This is an optimization exercise on Yosys and OpenROAD, whose aim is small area, a short achievable clock period and few clock cycles, not a production implementation.
In this exercise RTL edits were held to simulation tests only and were not proved equivalent to the original.
No activity file was given, so power comes from the tool's default toggle rates.

[design/flow/config.mk]
export PLATFORM = sky130hd
export DESIGN_NAME = yuv_to_rgb32_horizontal_scaler_top
export DESIGN_NICKNAME = yuv_to_rgb32_horizontal_scaler_top
export VERILOG_FILES = /design/flow/design.v
export SDC_FILE = /design/flow/constraint.sdc
export NUM_CORES = 4
export LEC_CHECK = 0
export CAP_MARGIN = 20
export CORE_MARGIN = 2
export CORE_UTILIZATION = 40
export SLEW_MARGIN = 20
[design/flow/constraint.sdc]
create_clock -name core_clock -period 6.0 [get_ports {clk}]
set_input_delay 1.2000 -clock core_clock [delete_from_list [all_inputs] [get_ports {clk}]]
set_output_delay 1.2000 -clock core_clock [all_outputs]
set_load 0.01 [all_outputs]
[design/flow/design.v]
`timescale 1ns / 1ps
package yrs_pkg;
  localparam int LUMA_W    = 8;
  localparam int CHROMA_W  = 8;
  localparam int COLOR_W   = 8;
  localparam int COEF_W    = 16;
  localparam int STEP_W    = 21;
  localparam int FRAC_W    = 16;
  localparam int CFG_W     = 21;
  localparam int CFG_IDX_W = 3;
  localparam int MAX_UPSCALE_DEF = 16;
  localparam logic [CFG_IDX_W-1:0] REG_X_STEP     = 3'd0;
  localparam logic [CFG_IDX_W-1:0] REG_LUMA_GAIN  = 3'd1;
  localparam logic [CFG_IDX_W-1:0] REG_U_TO_BLUE  = 3'd2;
  localparam logic [CFG_IDX_W-1:0] REG_U_TO_GREEN = 3'd3;
  localparam logic [CFG_IDX_W-1:0] REG_V_TO_GREEN = 3'd4;
  localparam logic [CFG_IDX_W-1:0] REG_V_TO_RED   = 3'd5;
  localparam logic [STEP_W-1:0]        X_STEP_RST     = 21'h010000;
  localparam logic signed [COEF_W-1:0] LUMA_GAIN_RST  = 16'sd9535;
  localparam logic signed [COEF_W-1:0] U_TO_BLUE_RST  = 16'sd16531;
  localparam logic signed [COEF_W-1:0] U_TO_GREEN_RST = -16'sd3203;
  localparam logic signed [COEF_W-1:0] V_TO_GREEN_RST = -16'sd6660;
  localparam logic signed [COEF_W-1:0] V_TO_RED_RST   = 16'sd13074;
  typedef enum logic [1:0] {
    ST_IDLE,
    ST_MUL,
    ST_SUM,
    ST_EMIT
  } state_t;
  typedef struct packed {
    logic load;
    logic mul_en;
    logic sum_en;
    logic emit_step;
  } cmd_t;
  typedef struct packed {
    logic cnt_zero;
    logic cnt_last;
  } dp_flag_t;
endpackage
`timescale 1ns / 1ps
module yrs_ctrl (
  input  logic              clk,
  input  logic              rst_n,
  input  logic              in_valid,
  output logic              in_ready,
  output logic              out_valid,
  input  logic              out_ready,
  input  yrs_pkg::dp_flag_t status,
  output yrs_pkg::cmd_t     cmd
);
  yrs_pkg::state_t state_r, state_nxt;
  always_comb begin
    state_nxt = state_r;
    case (state_r)
      yrs_pkg::ST_IDLE: begin
        if (in_valid) state_nxt = yrs_pkg::ST_MUL;
      end
      yrs_pkg::ST_MUL: begin
        state_nxt = yrs_pkg::ST_SUM;
      end
      yrs_pkg::ST_SUM: begin
        state_nxt = status.cnt_zero ? yrs_pkg::ST_IDLE : yrs_pkg::ST_EMIT;
      end
      yrs_pkg::ST_EMIT: begin
        if (out_ready && status.cnt_last) state_nxt = yrs_pkg::ST_IDLE;
      end
      default: begin
        state_nxt = yrs_pkg::ST_IDLE;
      end
    endcase
  end
  always_comb begin
    in_ready      = 1'b0;
    out_valid     = 1'b0;
    cmd.load      = 1'b0;
    cmd.mul_en    = 1'b0;
    cmd.sum_en    = 1'b0;
    cmd.emit_step = 1'b0;
    case (state_r)
      yrs_pkg::ST_IDLE: begin
        in_ready = 1'b1;
        cmd.load = in_valid;
      end
      yrs_pkg::ST_MUL: begin
        cmd.mul_en = 1'b1;
      end
      yrs_pkg::ST_SUM: begin
        cmd.sum_en = 1'b1;
      end
      yrs_pkg::ST_EMIT: begin
        out_valid     = 1'b1;
        cmd.emit_step = out_ready;
      end
      default: begin
        in_ready = 1'b0;
      end
    endcase
  end
  always_ff @(posedge clk) begin
    if (!rst_n) begin
      state_r <= yrs_pkg::ST_IDLE;
    end else begin
      state_r <= state_nxt;
    end
  end
endmodule
`timescale 1ns / 1ps
module yrs_datapath #(
  parameter int MAX_UPSCALE = yrs_pkg::MAX_UPSCALE_DEF
) (
  input  logic                            clk,
  input  logic                            rst_n,
  input  logic                            cfg_we,
  input  logic [yrs_pkg::CFG_IDX_W-1:0]   cfg_index,
  input  logic [yrs_pkg::CFG_W-1:0]       cfg_data,
  input  logic [yrs_pkg::LUMA_W-1:0]      in_luma,
  input  logic [yrs_pkg::CHROMA_W-1:0]    in_chroma_u,
  input  logic [yrs_pkg::CHROMA_W-1:0]    in_chroma_v,
  input  logic                            in_row_start,
  input  yrs_pkg::cmd_t                   cmd,
  output yrs_pkg::dp_flag_t               status,
  output logic [yrs_pkg::COLOR_W-1:0]     out_red,
  output logic [yrs_pkg::COLOR_W-1:0]     out_green,
  output logic [yrs_pkg::COLOR_W-1:0]     out_blue,
  output logic                            out_last_copy
);
  localparam int FW   = yrs_pkg::FRAC_W;
  localparam int CW   = $clog2(MAX_UPSCALE + 1);
  localparam int AW   = FW + CW;
  localparam int CMPW = (yrs_pkg::STEP_W > AW) ? yrs_pkg::STEP_W : AW;
  localparam int OPW  = 12;                    
  localparam int PW   = OPW + yrs_pkg::COEF_W;  
  localparam int SW   = OPW + 2;               
  localparam logic [CMPW-1:0] STEP_LIMIT = CMPW'(MAX_UPSCALE) << FW;
  localparam int CLW  = yrs_pkg::COLOR_W;
  logic [yrs_pkg::STEP_W-1:0]        x_step_r;
  logic signed [yrs_pkg::COEF_W-1:0] luma_gain_r, u_to_blue_r, u_to_green_r;
  logic signed [yrs_pkg::COEF_W-1:0] v_to_green_r, v_to_red_r;
  logic [FW-1:0] xacc_r, xacc_nxt;
  logic [CW-1:0] cnt_r, cnt_nxt;
  logic signed [OPW-1:0] ya_r, ua_r, va_r;
  logic signed [OPW-1:0] ya_nxt, ua_nxt, va_nxt;
  logic signed [OPW-1:0] yp_r, ub_r, ug_r, vg_r, vr_r;
  logic signed [OPW-1:0] yp_nxt, ub_nxt, ug_nxt, vg_nxt, vr_nxt;
  logic [yrs_pkg::COLOR_W-1:0] red_r, green_r, blue_r;
  logic [yrs_pkg::COLOR_W-1:0] red_nxt, green_nxt, blue_nxt;
  logic [CMPW-1:0]         step_ext, step_lim;
  logic [AW-1:0]           acc;
  logic [yrs_pkg::LUMA_W-1:0]   y_off;
  logic [yrs_pkg::CHROMA_W-1:0] u_off, v_off;
  logic signed [PW-1:0]    p_y, p_ub, p_ug, p_vg, p_vr;
  logic signed [OPW:0]     g_chroma;
  logic signed [SW-1:0]    r_sum, g_sum, b_sum;
  function automatic logic [CLW-1:0] clamp_u8(input logic signed [SW-1:0] v);
    logic [CLW-1:0] res;
    if (v < 0) res = '0;
    else if (v > SW'(255)) res = '1;
    else res = v[CLW-1:0];
    clamp_u8 = res;
  endfunction
  always_comb begin
    step_ext = CMPW'(x_step_r);
    step_lim = (step_ext > STEP_LIMIT) ? STEP_LIMIT : step_ext;
    acc      = AW'(in_row_start ? '0 : xacc_r) + AW'(step_lim);
  end
  always_comb begin
    y_off  = (in_luma > 8'd16) ? (in_luma - 8'd16) : '0;
    u_off  = {~in_chroma_u[7], in_chroma_u[6:0]};
    v_off  = {~in_chroma_v[7], in_chroma_v[6:0]};
    ya_nxt = {1'b0, y_off, 3'b000};
    ua_nxt = {u_off[7], u_off, 3'b000};
    va_nxt = {v_off[7], v_off, 3'b000};
  end
  always_comb begin
    p_y    = ya_r * luma_gain_r;
    p_ub   = ua_r * u_to_blue_r;
    p_ug   = ua_r * u_to_green_r;
    p_vg   = va_r * v_to_green_r;
    p_vr   = va_r * v_to_red_r;
    yp_nxt = p_y[PW-1:FW];
    ub_nxt = p_ub[PW-1:FW];
    ug_nxt = p_ug[PW-1:FW];
    vg_nxt = p_vg[PW-1:FW];
    vr_nxt = p_vr[PW-1:FW];
  end
  always_comb begin
    g_chroma  = {ug_r[OPW-1], ug_r} + {vg_r[OPW-1], vg_r};
    r_sum     = {{2{yp_r[OPW-1]}}, yp_r} + {{2{vr_r[OPW-1]}}, vr_r};
    b_sum     = {{2{yp_r[OPW-1]}}, yp_r} + {{2{ub_r[OPW-1]}}, ub_r};
    g_sum     = {{2{yp_r[OPW-1]}}, yp_r} + {g_chroma[OPW], g_chroma};
    red_nxt   = clamp_u8(r_sum);
    green_nxt = clamp_u8(g_sum);
    blue_nxt  = clamp_u8(b_sum);
  end
  always_comb begin
    xacc_nxt = xacc_r;
    cnt_nxt  = cnt_r;
    if (cmd.load) begin
      xacc_nxt = acc[FW-1:0];
      cnt_nxt  = acc[AW-1:FW];
    end else if (cmd.emit_step) begin
      cnt_nxt = cnt_r - CW'(1);
    end
  end
  always_ff @(posedge clk) begin
    if (!rst_n) begin
      x_step_r     <= yrs_pkg::X_STEP_RST;
      luma_gain_r  <= yrs_pkg::LUMA_GAIN_RST;
      u_to_blue_r  <= yrs_pkg::U_TO_BLUE_RST;
      u_to_green_r <= yrs_pkg::U_TO_GREEN_RST;
      v_to_green_r <= yrs_pkg::V_TO_GREEN_RST;
      v_to_red_r   <= yrs_pkg::V_TO_RED_RST;
      xacc_r       <= '0;
      cnt_r        <= '0;
    end else begin
      xacc_r <= xacc_nxt;
      cnt_r  <= cnt_nxt;
      if (cfg_we) begin
        case (cfg_index)
          yrs_pkg::REG_X_STEP:     x_step_r     <= cfg_data[yrs_pkg::STEP_W-1:0];
          yrs_pkg::REG_LUMA_GAIN:  luma_gain_r  <= cfg_data[yrs_pkg::COEF_W-1:0];
          yrs_pkg::REG_U_TO_BLUE:  u_to_blue_r  <= cfg_data[yrs_pkg::COEF_W-1:0];
          yrs_pkg::REG_U_TO_GREEN: u_to_green_r <= cfg_data[yrs_pkg::COEF_W-1:0];
          yrs_pkg::REG_V_TO_GREEN: v_to_green_r <= cfg_data[yrs_pkg::COEF_W-1:0];
          yrs_pkg::REG_V_TO_RED:   v_to_red_r   <= cfg_data[yrs_pkg::COEF_W-1:0];
          default: ;
        endcase
      end
    end
  end
  always_ff @(posedge clk) begin
    if (cmd.load) begin
      ya_r <= ya_nxt;
      ua_r <= ua_nxt;
      va_r <= va_nxt;
    end
    if (cmd.mul_en) begin
      yp_r <= yp_nxt;
      ub_r <= ub_nxt;
      ug_r <= ug_nxt;
      vg_r <= vg_nxt;
      vr_r <= vr_nxt;
    end
    if (cmd.sum_en) begin
      red_r   <= red_nxt;
      green_r <= green_nxt;
      blue_r  <= blue_nxt;
    end
  end
  assign status.cnt_zero = (cnt_r == '0);
  assign status.cnt_last = (cnt_r == CW'(1));
  assign out_red       = red_r;
  assign out_green     = green_r;
  assign out_blue      = blue_r;
  assign out_last_copy = status.cnt_last;
endmodule
`timescale 1ns / 1ps
module yuv_to_rgb32_horizontal_scaler_top #(
  parameter int MAX_UPSCALE = yrs_pkg::MAX_UPSCALE_DEF
) (
  input  logic                            clk,
  input  logic                            rst_n,
  input  logic                            cfg_we,
  input  logic [yrs_pkg::CFG_IDX_W-1:0]   cfg_index,
  input  logic [yrs_pkg::CFG_W-1:0]       cfg_data,
  input  logic                            in_valid,
  output logic                            in_ready,
  input  logic [yrs_pkg::LUMA_W-1:0]      in_luma,
  input  logic [yrs_pkg::CHROMA_W-1:0]    in_chroma_u,
  input  logic [yrs_pkg::CHROMA_W-1:0]    in_chroma_v,
  input  logic                            in_row_start,
  output logic                            out_valid,
  input  logic                            out_ready,
  output logic [yrs_pkg::COLOR_W-1:0]     out_red,
  output logic [yrs_pkg::COLOR_W-1:0]     out_green,
  output logic [yrs_pkg::COLOR_W-1:0]     out_blue,
  output logic                            out_last_copy
);
  yrs_pkg::cmd_t     cmd;
  yrs_pkg::dp_flag_t status;
  yrs_ctrl u_ctrl (
    .clk       (clk),
    .rst_n     (rst_n),
    .in_valid  (in_valid),
    .in_ready  (in_ready),
    .out_valid (out_valid),
    .out_ready (out_ready),
    .status    (status),
    .cmd       (cmd)
  );
  yrs_datapath #(
    .MAX_UPSCALE (MAX_UPSCALE)
  ) u_datapath (
    .clk           (clk),
    .rst_n         (rst_n),
    .cfg_we        (cfg_we),
    .cfg_index     (cfg_index),
    .cfg_data      (cfg_data),
    .in_luma       (in_luma),
    .in_chroma_u   (in_chroma_u),
    .in_chroma_v   (in_chroma_v),
    .in_row_start  (in_row_start),
    .cmd           (cmd),
    .status        (status),
    .out_red       (out_red),
    .out_green     (out_green),
    .out_blue      (out_blue),
    .out_last_copy (out_last_copy)
  );
endmodule
[design/flow/run.sh]
#!/bin/bash
# synth_recipe.tcl (not shown) runs the flow's synth.tcl, then flattens the netlist and writes it again
# the make line also repeats each setting of config.mk as NAME=value (left out here)
make -C /OpenROAD-flow-scripts/flow DESIGN_CONFIG=/design/flow/config.mk WORK_HOME=/design/flow/orfs CLKGATE_MAP_FILE= SYNTH_SCRIPT=/design/flow/synth_recipe.tcl finish
==> run summary <==
CP max FO 21; asr flop ratio synth 0%; mean post-synth cell area 9.13 um^2; Layout Nets approximately 4400; Worst slew margin between 20% and 30%; deepest clock path buffer count 3; Synth Cell Area ~32000 um^2; clock slew at reported path FFs 0.06 ns; hold crit path type reg2reg; compound-gate portion of the synthesized area ~7.7%; Yosys top cell area share 31.9%; Starting Density roughly two fifths; # Post-CTS Setup Buffers 0; flops & latches, synth 228; Final Hold Viols 0; GP Congestion a little over 0.8; Core Region around 79000 um^2; Synth Area in Adders between 40% and 50%; Layout area overhead 9.53%; number of synthesized flops with an enable pin about 100; cells along the critical path buf_4 -> and2_1 -> fa_1 -> inv_1 -> fa_1 -> fa_1 -> fa_1 -> inv_1 -> ha_1 -> a21oi_1 -> o21a_1 -> o211ai_1 -> a2111oi_0 -> buf_4 -> o22ai_1 -> o41ai_4 -> mux2i_1 -> nand4_1; final hold slack 0.459 ns; outcome no timing/DRC/antenna violations; Mapped Nets roughly 4300; initial antenna violation count 0; post-synth top area cell fa_1; Tot GR Track Use 18.9%; Slew Limit Fails 0; ys flop type dfxtp_1; Leak 16.5 nW; Worst-Margin Slew roughly 1.1 ns; multiplexer share of the synthesized area less than 1%; Die W around 290 um; RSZ-0062 raised after global routing no; final setup vio count 0; WP data required 6.35 ns; Post-CTS Resized 0; cts hold-fix bufs 0; sequential-to-total area share from yosys stat around 18%; fin crit share 91.7%; row cnt 103; CP max-delay cell edfxtp_1; clock latency (worst-skew pair) between 0.6 and 0.7 ns; IO buf count 80; Root Driver clkbuf_16; Peak VDD IR about 0.00040 V; DR vias approximately 23000; Crit path top cell by count fa_1; CTS tree done; CTS H-tree lvls 1; max-cap viol count 0; vias in the first global route ~23000; Final TNS setup 0 ns; synth top area cells fa_1, ha_1, edfxtp_1; crit end category register; fraction of layout cells with a size suffix above 1 3.23%; total congestion overflow 0; Mapped Cells around 3500; Die Y ~290 um; wire length of the first global-routing pass 125000 um; vias per cell just under 5; Tmin final between 5 and 6 ns; power per cell area about 410 nW/um^2; CTS Sinks roughly 230; worst setup path category reg2reg; post-synthesis xor/xnor area fraction roughly 3.2%; Worst path max stage delay roughly 0.59 ns; number of I/O pins just over 80; Yosys warnings 2; worst path arrival time just under 6 ns; pin count of the biggest net entering global routing between 60 and 70; Synth cell types 75; routed wire length roughly 75000 um; total CTS buffers 31; DRC errors left 0; largest family of logic cells by synthesized area adder cells; startpoint types register; wire length per cell around 16 um; Final Power ~14 mW; first-iteration detailed-routing DRC count 1017; Routed Antenna Nets 0; DP HPWL around 59000 um; skew final 0.0289 ns; fmax roughly 0.18 GHz; die area between 80000 and 90000 um^2; DRT Pass-1 Iters 5; Antenna diodes 0; Post-Synth Simple-Gate Area between 10% and 20%
worst max-delay path: cells and delay by family, from the launching register on:
| kind | cells | cell delay [ns] |
|---|---|---|
| buf+inv | 4 | 0.63 |
| flops | 1 | 0.59 |
| simple gates | 2 | 0.28 |
| mux | 1 | 0.24 |
| compound gates | 6 | 1.34 |
| fa+ha+maj | 5 | 2.15 |
final timing paths:
path / start / end / slack [ns] / cells past startpoint
setup reg to reg: u_datapath.va_r[5]$_DFFE_PP_ / u_datapath.vg_r[10]$_DFFE_PN_ / 0.50 / 18
setup / recovery: u_datapath.va_r[5]$_DFFE_PP_ / u_datapath.vg_r[10]$_DFFE_PN_ / 0.50 / 18
hold / removal: u_datapath.xacc_r[0]$_SDFFE_PN0P_ / u_datapath.xacc_r[0]$_SDFFE_PN0P_ / 0.46 / 2
hold reg to reg: u_datapath.xacc_r[0]$_SDFFE_PN0P_ / u_datapath.xacc_r[0]$_SDFFE_PN0P_ / 0.46 / 2
synthesized netlist by cell type (16+ instances only):
cell      count
inv_1       659
fa_1        510
nand2_1     451
and2_1      386
ha_1        286
dfxtp_1     124
nor2_1      108
edfxtp_1    104
a21oi_1      99
clkbuf_1     99
xnor2_1      79
nand3_1      76
a21boi_0     68
o21ai_0      47
nor3_1       44
nor2b_1      43
nand2b_1     38
xor2_1       37
o21a_1       24
a21o_1       21
and3_1       18
buf_1        16
routing by layer:
metal  wire length (um)  vias to the layer above  track usage, %  share of wire [%]
met5                  0                        -               0                  0
met4               1010                        0            2.53                1.3
met3               4000                       63            2.90                5.3
met2              33300                      377            30.1                 44
met1              36800                    11130            27.8                 49
li1                   -                    10968               -                  -
power by group:
group          internal (mW)  total, mW  switching [mW]
combinational           4.20       9.88            5.67
sequential              2.22       2.43           0.212
clock                   1.14       1.89           0.747
logic make-up (layout without fill, tap and decap cells):
kind of cell | count (synthesis) | after routing
compound gates | 360 | 360
xor+xnor | 116 | 116
fa+ha+maj | 797 | 797
buf+inv | 776 | 841
flops | 228 | 228
mux | 5 | 5
simple gates | 1217 | 1217
stage by stage:
stage	instance area [um^2]	utilization, %	std cells	setup WS (ns)
finish	35000	44.3	4614	0.498
global route	35000	44.3	4614	0.248
CTS	35000	44.3	4613	0.500
detailed placement	34000	43.0	4555	0.520
global placement	34000	43.0	4555	0.570
floorplan	32000	-	3499	0.929
placed cells by master (no fill, tap or decap), drive strengths merged, types with 69 or more instances in the layout:
cell type      count
inv              662
fa               510
nand2            451
and2             387
ha               286
dfxtp            124
nor2             108
edfxtp           104
a21oi            100
xnor2             79
clkdlybuf4s50     79
nand3             76
a21boi            69
flip-flops by register name (all words and copies together), names as in the netlist, 11 cells and up:
signal / flops
u_datapath.x_step_r: 21
u_datapath.luma_gain_r: 16
u_datapath.u_to_blue_r: 16
u_datapath.u_to_green_r: 16
u_datapath.v_to_green_r: 16
u_datapath.v_to_red_r: 16
u_datapath.xacc_r: 16
u_datapath.yp_r: 12
u_datapath.ub_r: 11
u_datapath.ug_r: 11
u_datapath.vg_r: 11
u_datapath.vr_r: 11
cell type report:
| cell class | count | area, um^2 |
|---|---|---|
| clock buffers | 44 | 867 |
| clock inverters | 14 | 171 |
| fillers | 7757 | 44000 |
| inverters | 659 | 2470 |
| multi-input cells | 2495 | 23400 |
| flip-flops and latches | 228 | 5610 |
| well taps | 1050 | 1310 |
| repair buffers | 124 | 1130 |
Testbench counts, summed over its fixed seeds: cycles 19,214.

## afterwards: timing with drivers on the ports
In the flow no input, the clock included, has a driving cell. The finished layout below was timed again as built, in two steps. Step 1 assumes that a clkbuf_16 drives the clock port and a buf_2 every other input. Step 2 also shifts input and output timing later by t, the mid clock arrival at the registers, as if the neighbouring blocks saw the same clock. Three values: no drivers, after step 1, after step 2; two values: the first two.
t, ns: 0.656
slack for setup (ns): 0.498 / 0.498 / 0.498
hold slack, ns: 0.459 / 0.459 / 0.459
clock arrival spread, ns: 0.031 / 0.032
slew at the worst register clock pin (ns): 0.06 / 0.06
After both steps setup and hold are still met in this run. The setup slack of this run moves by 0.000 ns with the drivers and by 0.000 ns with both steps.
